This is an optimization exercise on Yosys and OpenROAD, whose aim is small area, a short achievable clock period and few clock cycles per item, not a production implementation. At most, simulation tests tie the RTL to the original design; equivalence was not proved. Function not checked in run 3: the RTL went through the layout flow alone. No activity file was given, so power comes from the tool's default toggle rates.

--- design/flow/config.mk ---
export PLATFORM = sky130hd
export DESIGN_NAME = fusion_blend_v2
export DESIGN_NICKNAME = fusion_blend_v2
export VERILOG_FILES = /design/flow/design.v
export SDC_FILE = /design/flow/constraint.sdc
export NUM_CORES = 4
export LEC_CHECK = 0
export CAP_MARGIN = 20
export CORE_MARGIN = 2
export CORE_UTILIZATION = 55
export PLACE_DENSITY = 0.65
export SETUP_SLACK_MARGIN = 2.0
export SLEW_MARGIN = 20
--- design/flow/constraint.sdc ---
create_clock -name core_clock -period 5.5 [get_ports {clk}]
set_input_delay 1.1000 -clock core_clock [delete_from_list [all_inputs] [get_ports {clk}]]
set_output_delay 1.1000 -clock core_clock [all_outputs]
set_load 0.01 [all_outputs]
--- design/flow/design.v ---
package fusion_pkg;
  typedef enum logic [1:0] {
    MODE_TRUNC    = 2'd0,
    MODE_ROUND    = 2'd1,
    MODE_PASS_NEW = 2'd2,
    MODE_PASS_OLD = 2'd3
  } mode_e;
  function automatic int beats_per_frame(input int image_dim, input int pixels_per_beat);
    beats_per_frame = (image_dim * image_dim) / pixels_per_beat;
  endfunction
  function automatic int cnt_width(input int n);
    cnt_width = (n > 1) ? $clog2(n) : 1;
  endfunction
endpackage
module fusion_lane
(
  input  logic       clk,
  input  logic       en,           
  input  logic       frc_one,      
  input  logic       frc_zero,     
  input  logic       c_half,       
  input  logic       c_pass,       
  input  logic [7:0] x_in,
  input  logic [7:0] y_in,
  input  logic [7:0] d_in,
  output logic [7:0] fused
);
  logic [7:0] deff;
  logic [7:0] pp0, pp1, pp2, pp3, pp4, pp5, pp6, pp7;
  logic [15:0] row_a, row_b, sum;
  logic [7:0] blend;
  logic s1, c2, s3, c4, s5, c6, s7, c8, s9, c10, s11, c12, s13, c14, s15, c16, s17, c18, s19, c20, s21, c22, s23, c24, s25, c26, s27, c28, s29, c30, s31, c32, s33, c34, s35, c36, s37, c38, s39, c40, s41, c42, s43, c44, s45, c46, s47, c48, s49, c50, s51, c52, s53, c54, s55, c56, s57, c58, s59, c60, s61, c62, s63, c64, s65, c66, s67, c68, s69, c70, s71, c72, s73, c74, s75, c76, s77, c78, s79, c80, s81, c82, s83, c84, s124, c125, s126, c127, s128, c129, s130, c131, s132, c133, s134, c135, s136, c137, s138, c139, s140, c141, s142, c143, s144, c145, s146, c147, s148, c149, s150, c151;
  logic r85, r86, r87, r88, r89, r90, r91, r92, r93, r94, r95, r96, r97, r98, r99, r100, r101, r102, r103, r104, r105, r106, r107, r108, r109, r110, r111, r112, r113, r114, r115, r116, r117, r118, r119, r120, r121, r122, r123;
  assign deff = (d_in | {8{frc_one}}) & ~{8{frc_zero}};
  assign pp0 = deff[0] ? y_in : x_in;
  assign pp1 = deff[1] ? y_in : x_in;
  assign pp2 = deff[2] ? y_in : x_in;
  assign pp3 = deff[3] ? y_in : x_in;
  assign pp4 = deff[4] ? y_in : x_in;
  assign pp5 = deff[5] ? y_in : x_in;
  assign pp6 = deff[6] ? y_in : x_in;
  assign pp7 = deff[7] ? y_in : x_in;
  assign s1 = c_pass ^ pp0[4];
  assign c2 = c_pass & pp0[4];
  assign s3 = c_pass ^ pp0[5] ^ pp1[4];
  assign c4 = (c_pass & pp0[5]) | (c_pass & pp1[4]) | (pp0[5] & pp1[4]);
  assign s5 = pp2[3] ^ pp3[2];
  assign c6 = pp2[3] & pp3[2];
  assign s7 = c_pass ^ pp0[6] ^ pp1[5];
  assign c8 = (c_pass & pp0[6]) | (c_pass & pp1[5]) | (pp0[6] & pp1[5]);
  assign s9 = pp2[4] ^ pp3[3] ^ pp4[2];
  assign c10 = (pp2[4] & pp3[3]) | (pp2[4] & pp4[2]) | (pp3[3] & pp4[2]);
  assign s11 = pp5[1] ^ pp6[0];
  assign c12 = pp5[1] & pp6[0];
  assign s13 = c_half ^ pp0[7] ^ pp1[6];
  assign c14 = (c_half & pp0[7]) | (c_half & pp1[6]) | (pp0[7] & pp1[6]);
  assign s15 = pp2[5] ^ pp3[4] ^ pp4[3];
  assign c16 = (pp2[5] & pp3[4]) | (pp2[5] & pp4[3]) | (pp3[4] & pp4[3]);
  assign s17 = pp5[2] ^ pp6[1] ^ pp7[0];
  assign c18 = (pp5[2] & pp6[1]) | (pp5[2] & pp7[0]) | (pp6[1] & pp7[0]);
  assign s19 = pp1[7] ^ pp2[6] ^ pp3[5];
  assign c20 = (pp1[7] & pp2[6]) | (pp1[7] & pp3[5]) | (pp2[6] & pp3[5]);
  assign s21 = pp4[4] ^ pp5[3] ^ pp6[2];
  assign c22 = (pp4[4] & pp5[3]) | (pp4[4] & pp6[2]) | (pp5[3] & pp6[2]);
  assign s23 = pp2[7] ^ pp3[6] ^ pp4[5];
  assign c24 = (pp2[7] & pp3[6]) | (pp2[7] & pp4[5]) | (pp3[6] & pp4[5]);
  assign s25 = c_pass ^ pp0[2];
  assign c26 = c_pass & pp0[2];
  assign s27 = c_pass ^ pp0[3] ^ pp1[2];
  assign c28 = (c_pass & pp0[3]) | (c_pass & pp1[2]) | (pp0[3] & pp1[2]);
  assign s29 = pp2[1] ^ pp3[0];
  assign c30 = pp2[1] & pp3[0];
  assign s31 = pp1[3] ^ pp2[2] ^ pp3[1];
  assign c32 = (pp1[3] & pp2[2]) | (pp1[3] & pp3[1]) | (pp2[2] & pp3[1]);
  assign s33 = pp4[0] ^ s1;
  assign c34 = pp4[0] & s1;
  assign s35 = pp4[1] ^ pp5[0] ^ c2;
  assign c36 = (pp4[1] & pp5[0]) | (pp4[1] & c2) | (pp5[0] & c2);
  assign s37 = s5 ^ s3;
  assign c38 = s5 & s3;
  assign s39 = c6 ^ s11 ^ c4;
  assign c40 = (c6 & s11) | (c6 & c4) | (s11 & c4);
  assign s41 = s7 ^ s9;
  assign c42 = s7 & s9;
  assign s43 = c12 ^ c8 ^ c10;
  assign c44 = (c12 & c8) | (c12 & c10) | (c8 & c10);
  assign s45 = s13 ^ s15 ^ s17;
  assign c46 = (s13 & s15) | (s13 & s17) | (s15 & s17);
  assign s47 = pp7[1] ^ c14 ^ c16;
  assign c48 = (pp7[1] & c14) | (pp7[1] & c16) | (c14 & c16);
  assign s49 = c18 ^ s19 ^ s21;
  assign c50 = (c18 & s19) | (c18 & s21) | (s19 & s21);
  assign s51 = pp5[4] ^ pp6[3] ^ pp7[2];
  assign c52 = (pp5[4] & pp6[3]) | (pp5[4] & pp7[2]) | (pp6[3] & pp7[2]);
  assign s53 = c20 ^ c22 ^ s23;
  assign c54 = (c20 & c22) | (c20 & s23) | (c22 & s23);
  assign s55 = pp3[7] ^ pp4[6] ^ pp5[5];
  assign c56 = (pp3[7] & pp4[6]) | (pp3[7] & pp5[5]) | (pp4[6] & pp5[5]);
  assign s57 = pp6[4] ^ pp7[3] ^ c24;
  assign c58 = (pp6[4] & pp7[3]) | (pp6[4] & c24) | (pp7[3] & c24);
  assign s59 = pp4[7] ^ pp5[6] ^ pp6[5];
  assign c60 = (pp4[7] & pp5[6]) | (pp4[7] & pp6[5]) | (pp5[6] & pp6[5]);
  assign s61 = c_pass ^ pp0[1];
  assign c62 = c_pass & pp0[1];
  assign s63 = pp1[1] ^ pp2[0] ^ s25;
  assign c64 = (pp1[1] & pp2[0]) | (pp1[1] & s25) | (pp2[0] & s25);
  assign s65 = c26 ^ s29 ^ s27;
  assign c66 = (c26 & s29) | (c26 & s27) | (s29 & s27);
  assign s67 = c30 ^ c28 ^ s31;
  assign c68 = (c30 & c28) | (c30 & s31) | (c28 & s31);
  assign s69 = c32 ^ c34 ^ s35;
  assign c70 = (c32 & c34) | (c32 & s35) | (c34 & s35);
  assign s71 = c36 ^ c38 ^ s41;
  assign c72 = (c36 & c38) | (c36 & s41) | (c38 & s41);
  assign s73 = c42 ^ c40 ^ s43;
  assign c74 = (c42 & c40) | (c42 & s43) | (c40 & s43);
  assign s75 = c44 ^ c46 ^ s47;
  assign c76 = (c44 & c46) | (c44 & s47) | (c46 & s47);
  assign s77 = s51 ^ c48 ^ c50;
  assign c78 = (s51 & c48) | (s51 & c50) | (c48 & c50);
  assign s79 = c52 ^ s55 ^ c54;
  assign c80 = (c52 & s55) | (c52 & c54) | (s55 & c54);
  assign s81 = pp7[4] ^ c56 ^ s59;
  assign c82 = (pp7[4] & c56) | (pp7[4] & s59) | (c56 & s59);
  assign s83 = pp5[7] ^ pp6[6] ^ pp7[5];
  assign c84 = (pp5[7] & pp6[6]) | (pp5[7] & pp7[5]) | (pp6[6] & pp7[5]);
  assign s124 = r85 ^ r86;
  assign c125 = r85 & r86;
  assign s126 = r87 ^ r88;
  assign c127 = r87 & r88;
  assign s128 = r89 ^ r90;
  assign c129 = r89 & r90;
  assign s130 = r91 ^ r92;
  assign c131 = r91 & r92;
  assign s132 = r93 ^ r94 ^ r95;
  assign c133 = (r93 & r94) | (r93 & r95) | (r94 & r95);
  assign s134 = r96 ^ r97 ^ r98;
  assign c135 = (r96 & r97) | (r96 & r98) | (r97 & r98);
  assign s136 = r99 ^ r100 ^ r101;
  assign c137 = (r99 & r100) | (r99 & r101) | (r100 & r101);
  assign s138 = r102 ^ r103 ^ r104;
  assign c139 = (r102 & r103) | (r102 & r104) | (r103 & r104);
  assign s140 = r105 ^ r106 ^ r107;
  assign c141 = (r105 & r106) | (r105 & r107) | (r106 & r107);
  assign s142 = r108 ^ r109 ^ r110;
  assign c143 = (r108 & r109) | (r108 & r110) | (r109 & r110);
  assign s144 = r111 ^ r112 ^ r113;
  assign c145 = (r111 & r112) | (r111 & r113) | (r112 & r113);
  assign s146 = r114 ^ r115 ^ r116;
  assign c147 = (r114 & r115) | (r114 & r116) | (r115 & r116);
  assign s148 = r117 ^ r118 ^ r119;
  assign c149 = (r117 & r118) | (r117 & r119) | (r118 & r119);
  assign s150 = r120 ^ r121 ^ r122;
  assign c151 = (r120 & r121) | (r120 & r122) | (r121 & r122);
  assign row_a = {1'b0, c151, c149, c147, c145, c143, c141, c139, c137, c135, c133, c131, c129, c127, c125, s124};
  assign row_b = {1'b0, r123, s150, s148, s146, s144, s142, s140, s138, s136, s134, s132, s130, s128, s126, 1'b0};
  assign sum = row_a + row_b;
  assign blend = sum[15:8];
  always_ff @(posedge clk) begin
    if (en) begin
      r85 <= c_pass;
      r86 <= pp0[0];
      r87 <= s61;
      r88 <= pp1[0];
      r89 <= c62;
      r90 <= s63;
      r91 <= c64;
      r92 <= s65;
      r93 <= c66;
      r94 <= s67;
      r95 <= s33;
      r96 <= c68;
      r97 <= s69;
      r98 <= s37;
      r99 <= c70;
      r100 <= s71;
      r101 <= s39;
      r102 <= c72;
      r103 <= s73;
      r104 <= s45;
      r105 <= c74;
      r106 <= s75;
      r107 <= s49;
      r108 <= c76;
      r109 <= s77;
      r110 <= s53;
      r111 <= c78;
      r112 <= s79;
      r113 <= s57;
      r114 <= c80;
      r115 <= s81;
      r116 <= c58;
      r117 <= c82;
      r118 <= s83;
      r119 <= c60;
      r120 <= c84;
      r121 <= pp6[7];
      r122 <= pp7[6];
      r123 <= pp7[7];
    end
  end
  always_ff @(posedge clk)
    if (en) fused <= blend;
endmodule
module fusion_blend_v2
#(
  parameter int PIXELS_PER_BEAT = 16,
  parameter int PIX_W           = 8,
  parameter int WGT_W           = 8,
  parameter int IMAGE_DIM       = 512
) (
  input  logic                             clk,
  input  logic                             rst,
  input  logic [1:0]                       mode,
  input  logic                             in_valid,
  output logic                             in_ready,
  input  logic [PIX_W*PIXELS_PER_BEAT-1:0] old_frame,
  input  logic [PIX_W*PIXELS_PER_BEAT-1:0] new_frame,
  input  logic [WGT_W*PIXELS_PER_BEAT-1:0] weight,
  output logic                             out_valid,
  input  logic                             out_ready,
  output logic [PIX_W*PIXELS_PER_BEAT-1:0] fused_frame,
  output logic                             out_last,
  output logic                             frame_done
);
  localparam int BPF   = fusion_pkg::beats_per_frame(IMAGE_DIM, PIXELS_PER_BEAT);
  localparam int CNT_W = fusion_pkg::cnt_width(BPF);
  localparam logic [CNT_W-1:0] LAST_IDX = CNT_W'(BPF - 1);
  localparam int NST = 2;    
  localparam bit PASSMUX = 0;
  logic             en, acc, out_hs, first_beat, is_last, hold0;
  logic             mode_ok_q;
  logic [NST-1:0]   v_q, last_q;
  logic             done_q;
  logic [CNT_W-1:0] cnt_q;
  assign en     = !v_q[NST-1] || out_ready;
  assign out_hs = v_q[NST-1] && out_ready;
  assign first_beat = (cnt_q == '0);
  assign is_last    = (cnt_q == LAST_IDX);
  assign hold0    = first_beat && !mode_ok_q;
  assign in_ready = en && !hold0;
  assign acc      = in_valid && in_ready;
  always_ff @(posedge clk) begin
    if (rst) begin
      mode_ok_q <= 1'b0;
      cnt_q     <= '0;
      v_q       <= '0;
      done_q    <= 1'b0;
    end else begin
      if (in_valid && hold0) mode_ok_q <= 1'b1;
      if (acc) begin
        cnt_q <= is_last ? '0 : cnt_q + CNT_W'(1);
        if (first_beat) mode_ok_q <= 1'b0;
      end
      if (en) v_q <= NST'({v_q, in_valid && !hold0});
      done_q <= out_hs && last_q[NST-1];
    end
  end
  always_ff @(posedge clk)
    if (en) last_q <= NST'({last_q, is_last});
  logic p_new, p_old, c_half, c_pass, frc_one, frc_zero, sel_x, sel_y;
  always_ff @(posedge clk) begin
    if (rst) begin
      p_new    <= 1'b0;
      p_old    <= 1'b0;
      c_half   <= 1'b0;
      c_pass   <= 1'b0;
    end else if (in_valid && hold0) begin
      p_new    <= (mode == 2'd2);
      p_old    <= (mode == 2'd3);
      c_half   <= PASSMUX ? (mode == 2'd1) : (mode != 2'd0);
      c_pass   <= !PASSMUX && mode[1];
    end
  end
  assign frc_one  = !PASSMUX && p_new;
  assign frc_zero = !PASSMUX && p_old;
  assign sel_y    = PASSMUX && p_new;
  assign sel_x    = PASSMUX && p_old;
  for (genvar i = 0; i < PIXELS_PER_BEAT; i++) begin : g_lane
    fusion_lane u_lane (
      .clk      (clk),
      .en       (en),
      .frc_one  (frc_one),
      .frc_zero (frc_zero),
      .c_half   (c_half),
      .c_pass   (c_pass),
      .x_in     (old_frame[i*PIX_W +: PIX_W]),
      .y_in     (new_frame[i*PIX_W +: PIX_W]),
      .d_in     (weight[i*WGT_W +: WGT_W]),
      .fused    (fused_frame[i*PIX_W +: PIX_W])
    );
  end
  assign out_valid  = v_q[NST-1];
  assign out_last   = last_q[NST-1];
  assign frame_done = done_q;
endmodule
--- design/flow/flow/run.sh ---
#!/bin/bash
# Own layout flow: the standard layout (standard.sh, unchanged synthesis and steps), with
# the port buffers that global placement inserts made plain buffers instead of the default
# delay-buffer cell. Every input and output port still gets its own buffer.
set -euo pipefail
export BUFFER_PORTS_ARGS="-buffer_cell sky130_fd_sc_hd__buf_2"
bash standard.sh > standard.log 2>&1
--- design/flow/standard.sh ---
#!/bin/bash
# synth_recipe.tcl (not shown) runs the flow's synth.tcl, then flattens the netlist and writes it again
# the make line also repeats each setting of config.mk as NAME=value (left out here)
make -C /OpenROAD-flow-scripts/flow DESIGN_CONFIG=/design/flow/config.mk WORK_HOME=/design/flow/orfs CLKGATE_MAP_FILE= SYNTH_SCRIPT=/design/flow/synth_recipe.tcl "${@:-finish}"
==> results of run 1 <==
==> through the flow <==
step                      setup WS (ns)  hold WS, ns  instances  util [%]  area, µm²
after global routing               2.01        0.451       6302      62.5      67800
final                              2.10        0.437       6315      62.5      67800
after CTS                          1.89        0.437       6276      62.3      67600
after global placement             1.39        0.419       6108      59.4      64500
after floorplan                   -7.28        0.400       4213         -      60000
after detailed placement           1.34        0.408       6108      59.4      64500
==> layer usage <==
layer,up-vias,part of all wire (%)
li1,16330,-
met2,848,48
met4,38,2.6
met1,18090,43
met5,-,0.17
met3,240,6.1
==> cell usage in the layout (no fill, tap or decap), types with 9 or more instances in the layout <==
cell / n
sky130_fd_sc_hd__clkbuf_1: 17
sky130_fd_sc_hd__xor2_1: 33
sky130_fd_sc_hd__nor2_1: 85
sky130_fd_sc_hd__o21bai_1: 64
sky130_fd_sc_hd__nand3_1: 49
sky130_fd_sc_hd__buf_4: 71
sky130_fd_sc_hd__buf_12: 11
sky130_fd_sc_hd__clkinv_1: 17
sky130_fd_sc_hd__and2_1: 14
sky130_fd_sc_hd__a21o_1: 23
sky130_fd_sc_hd__nor3_1: 32
sky130_fd_sc_hd__a31oi_1: 18
sky130_fd_sc_hd__or2_2: 9
sky130_fd_sc_hd__dfxtp_1: 19
sky130_fd_sc_hd__ha_1: 402
sky130_fd_sc_hd__and3_1: 15
sky130_fd_sc_hd__clkinv_2: 18
sky130_fd_sc_hd__clkbuf_16: 91
sky130_fd_sc_hd__o21ai_1: 12
sky130_fd_sc_hd__mux2i_1: 370
sky130_fd_sc_hd__o21a_1: 12
sky130_fd_sc_hd__nand2_1: 38
sky130_fd_sc_hd__inv_1: 444
sky130_fd_sc_hd__bufinv_16: 11
sky130_fd_sc_hd__diode_2: 34
sky130_fd_sc_hd__o21ai_0: 31
sky130_fd_sc_hd__edfxtp_1: 739
sky130_fd_sc_hd__nand4_1: 23
sky130_fd_sc_hd__mux2_2: 656
sky130_fd_sc_hd__buf_2: 521
sky130_fd_sc_hd__or3_1: 15
sky130_fd_sc_hd__nand2b_1: 10
sky130_fd_sc_hd__a21oi_1: 65
sky130_fd_sc_hd__fa_1: 688
sky130_fd_sc_hd__o21bai_2: 67
sky130_fd_sc_hd__xnor2_1: 57
sky130_fd_sc_hd__o21bai_4: 12
==> worst paths after layout <==
path / end / slack, ns / depth (start not counted)
min: last_q[1] / 0.44 / 0
max reg2reg: g_lane[4].u_lane.r106 / 2.10 / 7
max: g_lane[4].u_lane.r106 / 2.10 / 7
min reg2reg: last_q[1] / 0.44 / 0
==> power groups by stage <==
stage / clock [W] / combinational, W / sequential, W
after global routing: 0.00629 / 0.0192 / 0.0111
after global placement: 0 / 0.0164 / 0.0110
after CTS: 0.00607 / 0.0170 / 0.0109
after floorplan: 0 / 0.0120 / 0.0111
final: 0.00593 / 0.0167 / 0.0109
after detailed placement: 0 / 0.0168 / 0.0110
==> what timing repair did <==
| item | 4_1_cts | 5_1_grt |
|---|---|---|
| gates resized for setup | 30 | 14 |
| buffers inserted | 8 | 5 |
| setup endpoints to repair | 164 | 79 |
==> layout make-up <==
class	instances	area, µm²
Antenna cell	34	85.1
Multi-Input combinational cell	2893	35400
Fill cell	8494	40700
Timing Repair Buffer	606	3410
Clock buffer	108	2340
Sequential cell	761	22600
Clock inverter	52	536
Inverter	447	1680
Tap cell	1414	1770
==> logic make-up after synthesis <==
family,share of synthesized area (%)
fa+ha+maj,31.3
mux,18.5
flops,37.7
buf+inv,3.70
compound gates,4.64
simple gates,2.79
xor+xnor,1.31
==> run notes, run 1 <==
run status complete, no violations; remaining antenna violation count after routing 0; CP startpoint p_new; count of nets after finishing 6277; Worst path slowest cell sky130_fd_sc_hd__fa_1; static power due to leakage 29.5 nW; synthesized area per cell 14.2 µm²; clk buf depth 3; Crit path largest cell delay 0.52 ns; effective utilization at floorplan 55.3%; number of buffers created by CTS 88; switching power of the nets 0.0125 W; total routing usage reported by global routing 25.3%; total count of max-transition violations in the final report 0; largest cells by area after synthesis sky130_fd_sc_hd__edfxtp_1 37%, sky130_fd_sc_hd__fa_1 23%, sky130_fd_sc_hd__mux2_2 12%; Syn Inst Count 4213; mapped cell area 60000 µm²; number of search-and-repair iterations in the first detailed-routing pass 5; critical hold path startpoint last_q[0]; Worst setup EP type flop; Net Count, Synth 5693; pin count of the biggest net entering global routing 194; portion of the clock cycle consumed by the worst path in the final layout 61.9%; Vias per Instance 5.63; clock-pin slew reported for the worst setup and hold paths after clock tree synthesis 0.06 ns; full die area 112000 µm²; Routed WL 139000 µm; vertical extent of the die 334 µm; wire length of the first global-routing pass 219000 µm; sort of element at the start of the critical path flop; most used routing layer in global routing met2; antenna violations before repair 52; routing usage on met1 34.2%; via total after detailed routing 35546; gr ovfl total 0; top_reg_cell synth sky130_fd_sc_hd__edfxtp_1; cell mode on critical path sky130_fd_sc_hd__fa_1; internal power of the cells 0.0211 W; layout cells sized above 1 31.1%; share of the yosys chip area belonging to registers 37.7%; worst rel slew slack 14.0%; top cell types by occurrence after synthesis 739 x sky130_fd_sc_hd__edfxtp_1, 688 x sky130_fd_sc_hd__fa_1, 656 x sky130_fd_sc_hd__mux2_2; post-detailed-placement half-perimeter wirelength 103000 µm; proportion of register bits with asynchronous set or reset after synthesis 0%; number of design rule violations left after detail routing 0; wire length per cell after detailed routing 22.0 µm; TritonCTS sink count 761; data arrival time at the worst-slack endpoint 3.80 ns; register ranked first by flip-flop count g_lane.u_lane.fused; Core Rows 121; achievable frequency 0.294 GHz; met2 routing resource usage after global routing 40.5%; via count of the first global-routing pass 38610; Crit Path Class flop to flop; combinational group share of total power 49.9%; switching portion of total power 37.2%; Max Cap Violations 0; final worst path period need 3.40 ns; number of setup violations in the final report 0; Hold Buf Count CTS 0; power density over the cells 495 nW/µm²; worst hold-check path type flop to flop; cell taking the most area after synthesis sky130_fd_sc_hd__edfxtp_1; dominant cell by count in the synthesized netlist sky130_fd_sc_hd__edfxtp_1; total core area 109000 µm²; die width 334 µm; crit-path leading delay family adder cells; final weighted congestion in routability-driven placement 0.919; Worst R2R Start p_new; met3 Track Usage GR 5.49%; insertion delay to the later sink of the worst-skew pair 0.66 ns; VDD IR max 0.425 mV; post-synthesis sequential element count 761; TritonCTS clock tree done; largest driver fanout on the critical path 28; Synth top area share 37.0%; drt first-iter violations 1830; worst path bufs/invs 2; synthesis warning total 2; CTS Root Buffer Type sky130_fd_sc_hd__clkbuf_16; I/O pin cnt 522; CP cell instances buf_4, buf_12, o21bai_2, mux2_2, fa_1, fa_1, fa_1; portion of total power attributed to sequential cells 32.4%; distinct cell type count of the synthesized netlist 76; RSZ-0062 raised after global routing no; required time reported for the critical path endpoint 5.89 ns; max FFs per register 128; final setup TNS 0 ns; Buffers on Ports 521; endpoints failing hold 0; htree depth 3; Fin Clk Skew 0.0216 ns; share of power burned in the clock network 17.7%; EDFF count, synth 739; post-synthesis to final-layout area growth 13.1%; transition at the pin with the smallest max-transition slack 1.29 ns; Pwr Total 0.0335 W
Testbench counts, summed over its fixed seeds: cycles 65,548, items 65,536.
==> run 2: changes to the inputs <==
--- a/design/flow/config.mk
+++ b/design/flow/config.mk
@@ -9,4 +9,3 @@
 export CORE_MARGIN = 2
-export CORE_UTILIZATION = 55
-export PLACE_DENSITY = 0.65
+export CORE_UTILIZATION = 40
 export SETUP_SLACK_MARGIN = 2.0
==> run 2 against run 1 <==
Against the previous run: still clean; flip-flop and latch count stayed put; via count increased by 0.31%; routed wire length up 6.4%; critical endpoint is now g_lane[7].u_lane.r106; largest power group unchanged.
==> run notes, run 2 <==
drt first-iter violations 1703 (was 1830); Vias per Instance 5.15 (was 5.63); EDFF count, synth 739 (unchanged); sort of element at the start of the critical path flop (unchanged); xor and xnor area share after synthesis 1.31% (unchanged); portion of the clock cycle consumed by the worst path in the final layout 63.3% (was 61.9%); Placed Instances 6713 (was 6108); worst path bufs/invs 2 (unchanged); gr ovfl total 0 (unchanged); clk buf depth 3 (unchanged); hold slack final 0.441 ns (was 0.437 ns); wire length of the first global-routing pass 229000 µm (was 219000 µm); share of power burned in the clock network 19.0% (was 17.7%); I/O pin cnt 522 (unchanged); TritonCTS clock tree done (unchanged); distinct cell type count of the synthesized netlist 76 (unchanged); RSZ-0062 raised after global routing yes (was no); achievable frequency 0.287 GHz (was 0.294 GHz); highest-count cells in the layout ignoring fill and taps 739 x sky130_fd_sc_hd__edfxtp_1, 688 x sky130_fd_sc_hd__fa_1, 656 x sky130_fd_sc_hd__mux2_2 (unchanged); portion of total power attributed to sequential cells 31.8% (was 32.4%); effective utilization at floorplan 40.2% (was 55.3%); count of nets after finishing 6282 (was 6277); die width 391 µm (was 334 µm); reg2reg path depth 7 (unchanged); Core Rows 142 (was 121); proportion of register bits with asynchronous set or reset after synthesis 0% (unchanged); logic depth of the worst path, buffers included 7 (unchanged); static power due to leakage 29.7 nW (was 29.5 nW); CTS Root Buffer Type sky130_fd_sc_hd__clkbuf_16 (unchanged); number of setup violations in the final report 0 (unchanged); via total after detailed routing 35657 (was 35546); TritonCTS sink count 761 (unchanged); max FFs per register 128 (unchanged); post-synthesis sequential element count 761 (unchanged); dominant combinational cell family by area after synthesis adder cells (unchanged); Crit Path Class flop to flop (unchanged); run status complete, no violations (unchanged); number of search-and-repair iterations in the first detailed-routing pass 5 (unchanged); adder and majority cell fraction of the synthesized area 31.3% (unchanged); number of design rule violations left after detail routing 0 (unchanged); worst rel slew slack 30.7% (was 14.0%); switching portion of total power 37.5% (was 37.2%); power density over the cells 498 nW/µm² (was 495 nW/µm²); Buffers on Ports 521 (unchanged); Max Cap Violations 0 (unchanged); total count of max-transition violations in the final report 0 (unchanged); share of cell area taken by muxes after synthesis 18.5% (unchanged); endpoints failing hold 0 (unchanged); Post-Layout Cell Count 6917 (was 6315); post-synthesis to final-layout area growth 14.9% (was 13.1%); synthesis warning total 2 (unchanged); data arrival time at the worst-slack endpoint 3.91 ns (was 3.80 ns); total routing usage reported by global routing 19.5% (was 25.3%); largest cells by area after synthesis sky130_fd_sc_hd__edfxtp_1 37%, sky130_fd_sc_hd__fa_1 23%, sky130_fd_sc_hd__mux2_2 12% (unchanged); Worst path slowest cell sky130_fd_sc_hd__o21bai_2 (was sky130_fd_sc_hd__fa_1); clock-pin slew reported for the worst setup and hold paths after clock tree synthesis 0.06 ns (about the same); Crit path largest cell delay 0.51 ns (was 0.52 ns); worst hold-check path type flop to flop (unchanged); layout cells sized above 1 31.5% (was 31.1%); Worst setup EP type flop (unchanged); via count of the first global-routing pass 38906 (was 38610); Net Count, Synth 5693 (unchanged); synthesized area per cell 14.2 µm² (unchanged); transition at the pin with the smallest max-transition slack 1.04 ns (was 1.29 ns); total core area 149000 µm² (was 109000 µm²); antenna violations before repair 50 (was 52); Routed WL 147000 µm (was 139000 µm); Syn Inst Count 4213 (unchanged); number of buffers created by CTS 94 (was 88); switching power of the nets 0.0129 W (was 0.0125 W); Synth top area share 37.0% (unchanged); full die area 153000 µm² (was 112000 µm²); crit-path leading delay family adder cells (unchanged); vertical extent of the die 391 µm (was 334 µm); remaining antenna violation count after routing 0 (unchanged); wire length per cell after detailed routing 21.3 µm (was 22.0 µm); final setup TNS 0 ns (unchanged); share of the yosys chip area belonging to registers 37.7% (unchanged); required time reported for the critical path endpoint 5.93 ns (was 5.89 ns); pin count of the biggest net entering global routing 150 (was 194); internal power of the cells 0.0214 W (was 0.0211 W); combinational group share of total power 49.2% (was 49.9%); dominant cell by count in the synthesized netlist sky130_fd_sc_hd__edfxtp_1 (unchanged); most common library cell in the layout ignoring fill and taps sky130_fd_sc_hd__edfxtp_1 (unchanged); CP cell instances buf_4, buf_4, o21bai_2, mux2_2, fa_1, fa_1, fa_1 (was buf_4, buf_12, o21bai_2, mux2_2, fa_1, fa_1, fa_1); top_reg_cell synth sky130_fd_sc_hd__edfxtp_1 (unchanged); htree depth 3 (unchanged); cell count of the worst hold path 0 (unchanged); Fin Clk Skew 0.0292 ns (was 0.0216 ns); post-detailed-placement half-perimeter wirelength 109000 µm (was 103000 µm); final weighted congestion in routability-driven placement 0.869 (was 0.919); cell taking the most area after synthesis sky130_fd_sc_hd__edfxtp_1 (unchanged); basic-gate share of the synthesized area counting and, or, nand and nor cells 2.79% (unchanged); VDD IR max 0.431 mV (was 0.425 mV); register ranked first by flip-flop count g_lane.u_lane.fused (unchanged); final worst path period need 3.48 ns (was 3.40 ns); insertion delay to the later sink of the worst-skew pair 0.70 ns (was 0.66 ns); largest driver fanout on the critical path 12 (was 28); cell mode on critical path sky130_fd_sc_hd__fa_1 (unchanged); Compound-Gate Fraction of Synth Area 4.64% (unchanged); FILL cells 13339 (was 8494); top cell types by occurrence after synthesis 739 x sky130_fd_sc_hd__edfxtp_1, 688 x sky130_fd_sc_hd__fa_1, 656 x sky130_fd_sc_hd__mux2_2 (unchanged); mapped cell area 60000 µm² (unchanged)
[run 2: final timing paths]
| kind | from | endpoint | slack [ns] |
|---|---|---|---|
| max | p_new | g_lane[7].u_lane.r106 | 2.02 |
| min | last_q[0] | last_q[1] | 0.44 |
| max reg2reg | p_new | g_lane[7].u_lane.r106 | 2.02 |
| min reg2reg | last_q[0] | last_q[1] | 0.44 |
[run 2: final cells by class]
type | instances | area, µm² | share of cell area (%)
flip-flops and latches | 761 | 22600 | 32.8
diodes | 24 | 60.1 | 0.0871
clock inverters | 70 | 790 | 1.15
repair buffers | 605 | 3410 | 4.94
clock buffers | 101 | 2440 | 3.54
well taps | 2016 | 2520 | 3.66
inverters | 447 | 1680 | 2.44
multi-input cells | 2893 | 35400 | 51.3
[run 2: stage by stage]
step                total power (W)  setup WS [ns]  util [%]  area, µm²
floorplan                    0.0231          -7.28         -      60000
global route                 0.0375           1.95      46.1      68900
finish                       0.0343           2.02      46.1      68900
global placement             0.0276           1.37      43.7      65300
detailed placement           0.0280           1.30      43.7      65300
CTS                          0.0348           1.99      46.1      68800
[run 2: power by group through the flow]
stage | logic [W] | clock network (W) | registers, W
finish | 0.0169 | 0.00653 | 0.0109
global route | 0.0194 | 0.00696 | 0.0112
CTS | 0.0171 | 0.00675 | 0.0110
detailed placement | 0.0169 | 0 | 0.0111
global placement | 0.0166 | 0 | 0.0110
floorplan | 0.0120 | 0 | 0.0111
[run 2: routing by layer]
layer | wire length [µm] | global-route usage, % | part of all wire (%) | up-vias
met5 | 219 | 0 | 0.15 | -
li1 | - | - | - | 16338
met4 | 4110 | 6.53 | 2.8 | 34
met3 | 8610 | 4.34 | 5.8 | 252
met1 | 64600 | 25.7 | 44 | 18267
met2 | 69900 | 31.7 | 47 | 766
[run 2: kinds of logic after synthesis]
kind of cell,after synthesis
XOR/XNOR,90
adder cells (fa/ha/maj),1090
AO/OA/AOI/OAI,367
flip-flops,761
buffers and inverters,559
multiplexers,1026
AND/OR/NAND/NOR,320
[run 2: what timing repair did]
item / CTS / global route
setup endpoints to repair: 181 / 44
pin swaps: 0 / 0
setup buffers: 9 / 0
gates resized for setup: 41 / 11
hold buffers: 0 / 0
==> run 3: changes to the inputs <==
--- a/design/flow/design.v
+++ b/design/flow/design.v
@@ -31,4 +31,4 @@
   logic [7:0] blend;
-  logic s1, c2, s3, c4, s5, c6, s7, c8, s9, c10, s11, c12, s13, c14, s15, c16, s17, c18, s19, c20, s21, c22, s23, c24, s25, c26, s27, c28, s29, c30, s31, c32, s33, c34, s35, c36, s37, c38, s39, c40, s41, c42, s43, c44, s45, c46, s47, c48, s49, c50, s51, c52, s53, c54, s55, c56, s57, c58, s59, c60, s61, c62, s63, c64, s65, c66, s67, c68, s69, c70, s71, c72, s73, c74, s75, c76, s77, c78, s79, c80, s81, c82, s83, c84, s124, c125, s126, c127, s128, c129, s130, c131, s132, c133, s134, c135, s136, c137, s138, c139, s140, c141, s142, c143, s144, c145, s146, c147, s148, c149, s150, c151;
-  logic r85, r86, r87, r88, r89, r90, r91, r92, r93, r94, r95, r96, r97, r98, r99, r100, r101, r102, r103, r104, r105, r106, r107, r108, r109, r110, r111, r112, r113, r114, r115, r116, r117, r118, r119, r120, r121, r122, r123;
+  logic s1, c2, s3, c4, s5, c6, s7, c8, s9, c10, s11, c12, s13, c14, s15, c16, s17, c18, s19, c20, s21, c22, s23, c24, s25, c26, s27, c28, s29, c30, s31, c32, s33, c34, s35, c36, s37, c38, s39, c40, s41, c42, s43, c44, s45, c46, s47, c48, s49, c50, s51, c52, s53, c54, s55, c56, s57, c58, s59, c60, s61, c62, s63, c64, s65, c66, s67, c68, s69, c70, s71, c72, s73, c74, s75, c76, s77, c78, s79, c80, s81, c82, s83, c84, s85, c86, s87, c88, s119, c120, s121, c122, s123, c124, s125, c126, s127, c128, s129, c130, s131, c132, s133, c134;
+  logic r89, r90, r91, r92, r93, r94, r95, r96, r97, r98, r99, r100, r101, r102, r103, r104, r105, r106, r107, r108, r109, r110, r111, r112, r113, r114, r115, r116, r117, r118;
   assign deff = (d_in | {8{frc_one}}) & ~{8{frc_zero}};
@@ -126,32 +126,26 @@
   assign c84 = (pp5[7] & pp6[6]) | (pp5[7] & pp7[5]) | (pp6[6] & pp7[5]);
-  assign s124 = r85 ^ r86;
-  assign c125 = r85 & r86;
-  assign s126 = r87 ^ r88;
-  assign c127 = r87 & r88;
-  assign s128 = r89 ^ r90;
-  assign c129 = r89 & r90;
-  assign s130 = r91 ^ r92;
-  assign c131 = r91 & r92;
-  assign s132 = r93 ^ r94 ^ r95;
-  assign c133 = (r93 & r94) | (r93 & r95) | (r94 & r95);
-  assign s134 = r96 ^ r97 ^ r98;
-  assign c135 = (r96 & r97) | (r96 & r98) | (r97 & r98);
-  assign s136 = r99 ^ r100 ^ r101;
-  assign c137 = (r99 & r100) | (r99 & r101) | (r100 & r101);
-  assign s138 = r102 ^ r103 ^ r104;
-  assign c139 = (r102 & r103) | (r102 & r104) | (r103 & r104);
-  assign s140 = r105 ^ r106 ^ r107;
-  assign c141 = (r105 & r106) | (r105 & r107) | (r106 & r107);
-  assign s142 = r108 ^ r109 ^ r110;
-  assign c143 = (r108 & r109) | (r108 & r110) | (r109 & r110);
-  assign s144 = r111 ^ r112 ^ r113;
-  assign c145 = (r111 & r112) | (r111 & r113) | (r112 & r113);
-  assign s146 = r114 ^ r115 ^ r116;
-  assign c147 = (r114 & r115) | (r114 & r116) | (r115 & r116);
-  assign s148 = r117 ^ r118 ^ r119;
-  assign c149 = (r117 & r118) | (r117 & r119) | (r118 & r119);
-  assign s150 = r120 ^ r121 ^ r122;
-  assign c151 = (r120 & r121) | (r120 & r122) | (r121 & r122);
-  assign row_a = {1'b0, c151, c149, c147, c145, c143, c141, c139, c137, c135, c133, c131, c129, c127, c125, s124};
-  assign row_b = {1'b0, r123, s150, s148, s146, s144, s142, s140, s138, s136, s134, s132, s130, s128, s126, 1'b0};
+  assign s85 = c60 ^ s83 ^ c82;
+  assign c86 = (c60 & s83) | (c60 & c82) | (s83 & c82);
+  assign s87 = pp6[7] ^ pp7[6] ^ c84;
+  assign c88 = (pp6[7] & pp7[6]) | (pp6[7] & c84) | (pp7[6] & c84);
+  logic [4:0] low_sum;
+  assign low_sum = {1'b0, c64, c62, s61, c_pass} + {1'b0, s65, s63, pp1[0], pp0[0]};
+  assign s119 = r89 ^ r90 ^ r91;
+  assign c120 = (r89 & r90) | (r89 & r91) | (r90 & r91);
+  assign s121 = r92 ^ r93 ^ r94;
+  assign c122 = (r92 & r93) | (r92 & r94) | (r93 & r94);
+  assign s123 = r95 ^ r96 ^ r97;
+  assign c124 = (r95 & r96) | (r95 & r97) | (r96 & r97);
+  assign s125 = r98 ^ r99 ^ r100;
+  assign c126 = (r98 & r99) | (r98 & r100) | (r99 & r100);
+  assign s127 = r101 ^ r102 ^ r103;
+  assign c128 = (r101 & r102) | (r101 & r103) | (r102 & r103);
+  assign s129 = r104 ^ r105 ^ r106;
+  assign c130 = (r104 & r105) | (r104 & r106) | (r105 & r106);
+  assign s131 = r107 ^ r108 ^ r109;
+  assign c132 = (r107 & r108) | (r107 & r109) | (r108 & r109);
+  assign s133 = r110 ^ r111 ^ r112;
+  assign c134 = (r110 & r111) | (r110 & r112) | (r111 & r112);
+  assign row_a = {1'b0, r116, r114, c134, c132, c130, c128, c126, c124, c122, c120, s119, 1'b0, 1'b0, 1'b0, 1'b0};
+  assign row_b = {1'b0, r117, r115, r113, s133, s131, s129, s127, s125, s123, s121, r118, 1'b0, 1'b0, 1'b0, 1'b0};
   assign sum = row_a + row_b;
@@ -160,41 +154,32 @@
     if (en) begin
-      r85 <= c_pass;
-      r86 <= pp0[0];
-      r87 <= s61;
-      r88 <= pp1[0];
-      r89 <= c62;
-      r90 <= s63;
-      r91 <= c64;
-      r92 <= s65;
-      r93 <= c66;
-      r94 <= s67;
-      r95 <= s33;
-      r96 <= c68;
-      r97 <= s69;
-      r98 <= s37;
-      r99 <= c70;
-      r100 <= s71;
-      r101 <= s39;
-      r102 <= c72;
-      r103 <= s73;
-      r104 <= s45;
-      r105 <= c74;
-      r106 <= s75;
-      r107 <= s49;
-      r108 <= c76;
-      r109 <= s77;
-      r110 <= s53;
-      r111 <= c78;
-      r112 <= s79;
-      r113 <= s57;
-      r114 <= c80;
-      r115 <= s81;
-      r116 <= c58;
-      r117 <= c82;
-      r118 <= s83;
-      r119 <= c60;
-      r120 <= c84;
-      r121 <= pp6[7];
-      r122 <= pp7[6];
-      r123 <= pp7[7];
+      r89 <= c66;
+      r90 <= s67;
+      r91 <= s33;
+      r92 <= c68;
+      r93 <= s69;
+      r94 <= s37;
+      r95 <= c70;
+      r96 <= s71;
+      r97 <= s39;
+      r98 <= c72;
+      r99 <= s73;
+      r100 <= s45;
+      r101 <= c74;
+      r102 <= s75;
+      r103 <= s49;
+      r104 <= c76;
+      r105 <= s77;
+      r106 <= s53;
+      r107 <= c78;
+      r108 <= s79;
+      r109 <= s57;
+      r110 <= c80;
+      r111 <= s81;
+      r112 <= c58;
+      r113 <= s85;
+      r114 <= c86;
+      r115 <= s87;
+      r116 <= pp7[7];
+      r117 <= c88;
+      r118 <= low_sum[4];
     end
--- a/design/flow/config.mk
+++ b/design/flow/config.mk
@@ -9,3 +9,4 @@
 export CORE_MARGIN = 2
-export CORE_UTILIZATION = 40
+export CORE_UTILIZATION = 55
+export PLACE_DENSITY = 0.65
 export SETUP_SLACK_MARGIN = 2.0
==> run 3 against run 2 <==
Against the previous run: still clean; non-clock buffer count increased by 2; global-route usage increased by 6.1 points; sequential power fell by 11%; clock skew fell by 0.010 ns; sequential share of layout area decreased by 3.2 points; register-to-register slack worse by 0.05 ns; routed wire length down 11%; area after synthesis down 6.9%; via count is 4.1% lower; power fell by 7.5%; synthesized cell count is 2.2% lower; final area down 8.3%; critical path type unchanged; critical endpoint is now g_lane[3].u_lane.r105.
==> run notes, run 3 <==
run status complete, no violations (unchanged); Syn Inst Count 4120 (was 4213); power density over the cells 502 nW/µm² (was 498 nW/µm²); number of design rule violations left after detail routing 0 (unchanged); Post-Layout Cell Count 6133 (was 6917); multi-input logic area 34700 µm² (was 35400 µm²); portion of the clock cycle consumed by the worst path in the final layout 64.2% (was 63.3%); post-detailed-placement half-perimeter wirelength 98800 µm (was 109000 µm); final worst path period need 3.53 ns (was 3.48 ns); drt first-iter violations 2026 (was 1703); setup ws final 1.97 ns (was 2.02 ns); mapped cell area 55900 µm² (was 60000 µm²); Max Cap Violations 0 (unchanged); CTS Root Buffer Type sky130_fd_sc_hd__clkbuf_16 (unchanged); Synth top area share 32.8% (was 37.0%); xor and xnor area share after synthesis 1.41% (was 1.31%); top cell types by occurrence after synthesis 688 x sky130_fd_sc_hd__fa_1, 624 x sky130_fd_sc_hd__mux2_2, 610 x sky130_fd_sc_hd__edfxtp_1 (was 739 x sky130_fd_sc_hd__edfxtp_1, 688 x sky130_fd_sc_hd__fa_1, 656 x sky130_fd_sc_hd__mux2_2); effective utilization at floorplan 55.6% (was 40.2%); proportion of register bits with asynchronous set or reset after synthesis 0% (unchanged); endpoints failing hold 0 (unchanged); Routed WL 131000 µm (was 147000 µm); largest driver fanout on the critical path 14 (was 12); remaining antenna violation count after routing 0 (unchanged); cell taking the most area after synthesis sky130_fd_sc_hd__edfxtp_1 (unchanged); RSZ-0062 raised after global routing yes (unchanged); share of the yosys chip area belonging to registers 33.6% (was 37.7%); post-synthesis to final-layout area growth 13.2% (was 14.9%); Compound-Gate Fraction of Synth Area 5.72% (was 4.64%); post-synthesis sequential element count 632 (was 761); share of cell area taken by muxes after synthesis 19.8% (was 18.5%); data arrival time at the worst-slack endpoint 3.92 ns (was 3.91 ns); Vias per Instance 5.57 (was 5.15); dominant cell by count in the synthesized netlist sky130_fd_sc_hd__fa_1 (was sky130_fd_sc_hd__edfxtp_1); largest cells by area after synthesis sky130_fd_sc_hd__edfxtp_1 33%, sky130_fd_sc_hd__fa_1 25%, sky130_fd_sc_hd__mux2_2 13% (was sky130_fd_sc_hd__edfxtp_1 37%, sky130_fd_sc_hd__fa_1 23%, sky130_fd_sc_hd__mux2_2 12%); final weighted congestion in routability-driven placement 0.873 (was 0.869); Crit Path Class flop to flop (unchanged); Buffers on Ports 521 (unchanged); FILL cells 7982 (was 13339); number of search-and-repair iterations in the first detailed-routing pass 5 (unchanged); most common library cell in the layout ignoring fill and taps sky130_fd_sc_hd__fa_1 (was sky130_fd_sc_hd__edfxtp_1); max FFs per register 128 (unchanged); adder and majority cell fraction of the synthesized area 32.6% (was 31.3%); count of nets after finishing 6125 (was 6282); EDFF count, synth 610 (was 739); total core area 100000 µm² (was 149000 µm²); sort of element at the start of the critical path flop (unchanged); Worst setup EP type flop (unchanged); TritonCTS clock tree done (unchanged); top_reg_cell synth sky130_fd_sc_hd__edfxtp_1 (unchanged); Hold Buf Count CTS 0 (unchanged); total routing usage reported by global routing 25.6% (was 19.5%); VDD IR max 0.386 mV (was 0.431 mV); combined flip-flop and latch cell area 18800 µm² (was 22600 µm²); Core Rows 116 (was 142); htree depth 3 (unchanged); setup slack at placement 1.23 ns (was 1.30 ns); I/O pin cnt 522 (unchanged); register ranked first by flip-flop count g_lane.u_lane.fused (unchanged); reg2reg path depth 7 (unchanged); post-place instance area 60200 µm² (was 65300 µm²); achievable frequency 0.283 GHz (was 0.287 GHz); die width 323 µm (was 391 µm); antenna violations before repair 48 (was 50); clk buf depth 3 (unchanged); clock-pin slew reported for the worst setup and hold paths after clock tree synthesis 0.06 ns (about the same); insertion delay to the later sink of the worst-skew pair 0.65 ns (was 0.70 ns); number of setup violations in the final report 0 (unchanged); wire length of the first global-routing pass 206000 µm (was 229000 µm); worst rel slew slack 36.4% (was 30.7%); transition at the pin with the smallest max-transition slack 0.952 ns (was 1.04 ns); full die area 104000 µm² (was 153000 µm²); layout cells sized above 1 31.0% (was 31.5%); total count of max-transition violations in the final report 0 (unchanged); vertical extent of the die 323 µm (was 391 µm); via count of the first global-routing pass 36740 (was 38906); highest-count cells in the layout ignoring fill and taps 688 x sky130_fd_sc_hd__fa_1, 624 x sky130_fd_sc_hd__mux2_2, 610 x sky130_fd_sc_hd__edfxtp_1 (was 739 x sky130_fd_sc_hd__edfxtp_1, 688 x sky130_fd_sc_hd__fa_1, 656 x sky130_fd_sc_hd__mux2_2); cell count of the worst hold path 0 (unchanged); number of buffers created by CTS 77 (was 94); TritonCTS sink count 632 (was 761); dominant combinational cell family by area after synthesis adder cells (unchanged); wire length per cell after detailed routing 21.4 µm (was 21.3 µm); worst hold-check path type flop to flop (unchanged); via total after detailed routing 34190 (was 35657); Fin Clk Skew 0.0191 ns (was 0.0292 ns); gr ovfl total 0 (unchanged); Pwr Total 0.0317 W (was 0.0343 W); synthesis warning total 2 (unchanged); static power due to leakage 28.3 nW (was 29.7 nW); distinct cell type count of the synthesized netlist 69 (was 76); synthesized area per cell 13.6 µm² (was 14.2 µm²); hold slack final 0.455 ns (was 0.441 ns); cell area after layout 63200 µm² (was 68900 µm²); required time reported for the critical path endpoint 5.88 ns (was 5.93 ns); Net Count, Synth 5552 (was 5693); pin count of the biggest net entering global routing 122 (was 150); Placed Instances 5951 (was 6713); basic-gate share of the synthesized area counting and, or, nand and nor cells 2.05% (was 2.79%)
-- run 3: cell types whose count changed after synthesis, moves of 14 or more --
cell	change
sky130_fd_sc_hd__mux2_2	-32
sky130_fd_sc_hd__inv_1	+130
sky130_fd_sc_hd__nand2_1	+18
sky130_fd_sc_hd__and2_1	-14
sky130_fd_sc_hd__ha_1	-48
sky130_fd_sc_hd__nor3_1	-17
sky130_fd_sc_hd__nor2_1	-22
sky130_fd_sc_hd__nand3_1	-33
sky130_fd_sc_hd__a21o_1	+15
sky130_fd_sc_hd__mux2i_1	+33
sky130_fd_sc_hd__edfxtp_1	-129
-- run 3: cell families (layout without fill, tap and decap cells) --
family | Yosys count | in the layout
AOI/OAI and AO/OA | 412 | 412
xor gates and xnor gates | 90 | 90
adders and majority gates | 1042 | 1042
buffers and inverters | 689 | 1321
DFF | 632 | 632
muxes | 1027 | 1027
other | 0 | 24
and+or+nand+nor | 228 | 228
-- run 3: cell type report --
type                    instances  area share [%]
diodes                         24          0.0950
clock buffers                 100            3.25
clock inverters                38           0.491
inverters                     576            3.43
multi-input cells            2799            54.9
flip-flops and latches        632            29.7
well taps                    1357            2.69
repair buffers                607            5.50
-- run 3: per-stage QoR --
| step | util [%] | TNS [ns] |
|---|---|---|
| 2_1_floorplan | - | -3349.38 |
| 3_3_place_gp | 60.0 | 0 |
| 3_5_place_dp | 60.0 | 0 |
| 4_1_cts | 62.6 | 0 |
| 5_1_grt | 62.9 | 0 |
| 6_report | 62.9 | 0 |
-- run 3: worst max-delay path, cell delays in order (launching register included) --
cell	delay, ns
sky130_fd_sc_hd__dfxtp_4	0.44
sky130_fd_sc_hd__buf_12	0.19
sky130_fd_sc_hd__buf_4	0.22
sky130_fd_sc_hd__o21bai_2	0.51
sky130_fd_sc_hd__mux2_2	0.43
sky130_fd_sc_hd__fa_1	0.51
sky130_fd_sc_hd__fa_1	0.47
sky130_fd_sc_hd__fa_1	0.48
-- run 3: path summary, 6_finish.rpt --
check                               end  slack (ns)       from
hold reg to reg               last_q[1]        0.46  last_q[0]
hold / removal                last_q[1]        0.46  last_q[0]
setup / recovery  g_lane[3].u_lane.r105        1.97      p_new
setup reg to reg  g_lane[3].u_lane.r105        1.97      p_new
-- run 3: what timing repair did --
item	in CTS	in global routing
resized for setup	38	21
setup endpoints to repair	207	88
pin swaps	0	4
setup buffers	7	12
cloned	0	1
-- run 3: layer usage --
metal,vias to the layer above,GRT usage (%),routed length (µm)
li1,15697,-,-
met1,17417,33.6,55500
met2,798,42.2,63400
met3,232,6.18,8390
met4,46,7.50,3720
met5,-,0,280
-- run 3: power by group --
group	total (W)	switching, W	internal [W]
clock network	0.00488	0.00206	0.00282
registers	0.00965	0.000900	0.00875
logic	0.0172	0.00941	0.00781
total	0.0317	0.0124	0.0194

==> afterwards: timing with drivers on the ports <==
In the flow no input, the clock included, has a driving cell. The finished layouts below were timed again as built, in two steps.
Step 1, drivers: a clkbuf_16 drives clk and a buf_2 each remaining input, both assumed.
Step 2 times the ports against the registers' clock, not the clock port: input delays grow and output delays shrink by t, the midpoint of the rising clock arrivals with the driver on.
a / b / c = no drivers / after step 1 / after step 2; a / b = the first two.
run	t (ns)	slack for setup (ns)	hold slack, ns	latest minus earliest clock arrival (ns)	pins driven straight from the clock port
run 1	0.726	2.097 / 2.097 / 1.464	0.437 / 0.437 / 0.437	0.025 / 0.024	1
run 2	0.766	2.020 / 2.020 / 1.426	0.441 / 0.441 / 0.441	0.035 / 0.035	1
run 3	0.716	1.968 / 1.968 / 1.435	0.455 / 0.455 / 0.455	0.024 / 0.025	1
After both steps every run listed still meets setup and hold. The setup slack of run 1, which loses most, moves by 0.000 ns with the drivers and by -0.633 ns with both steps.
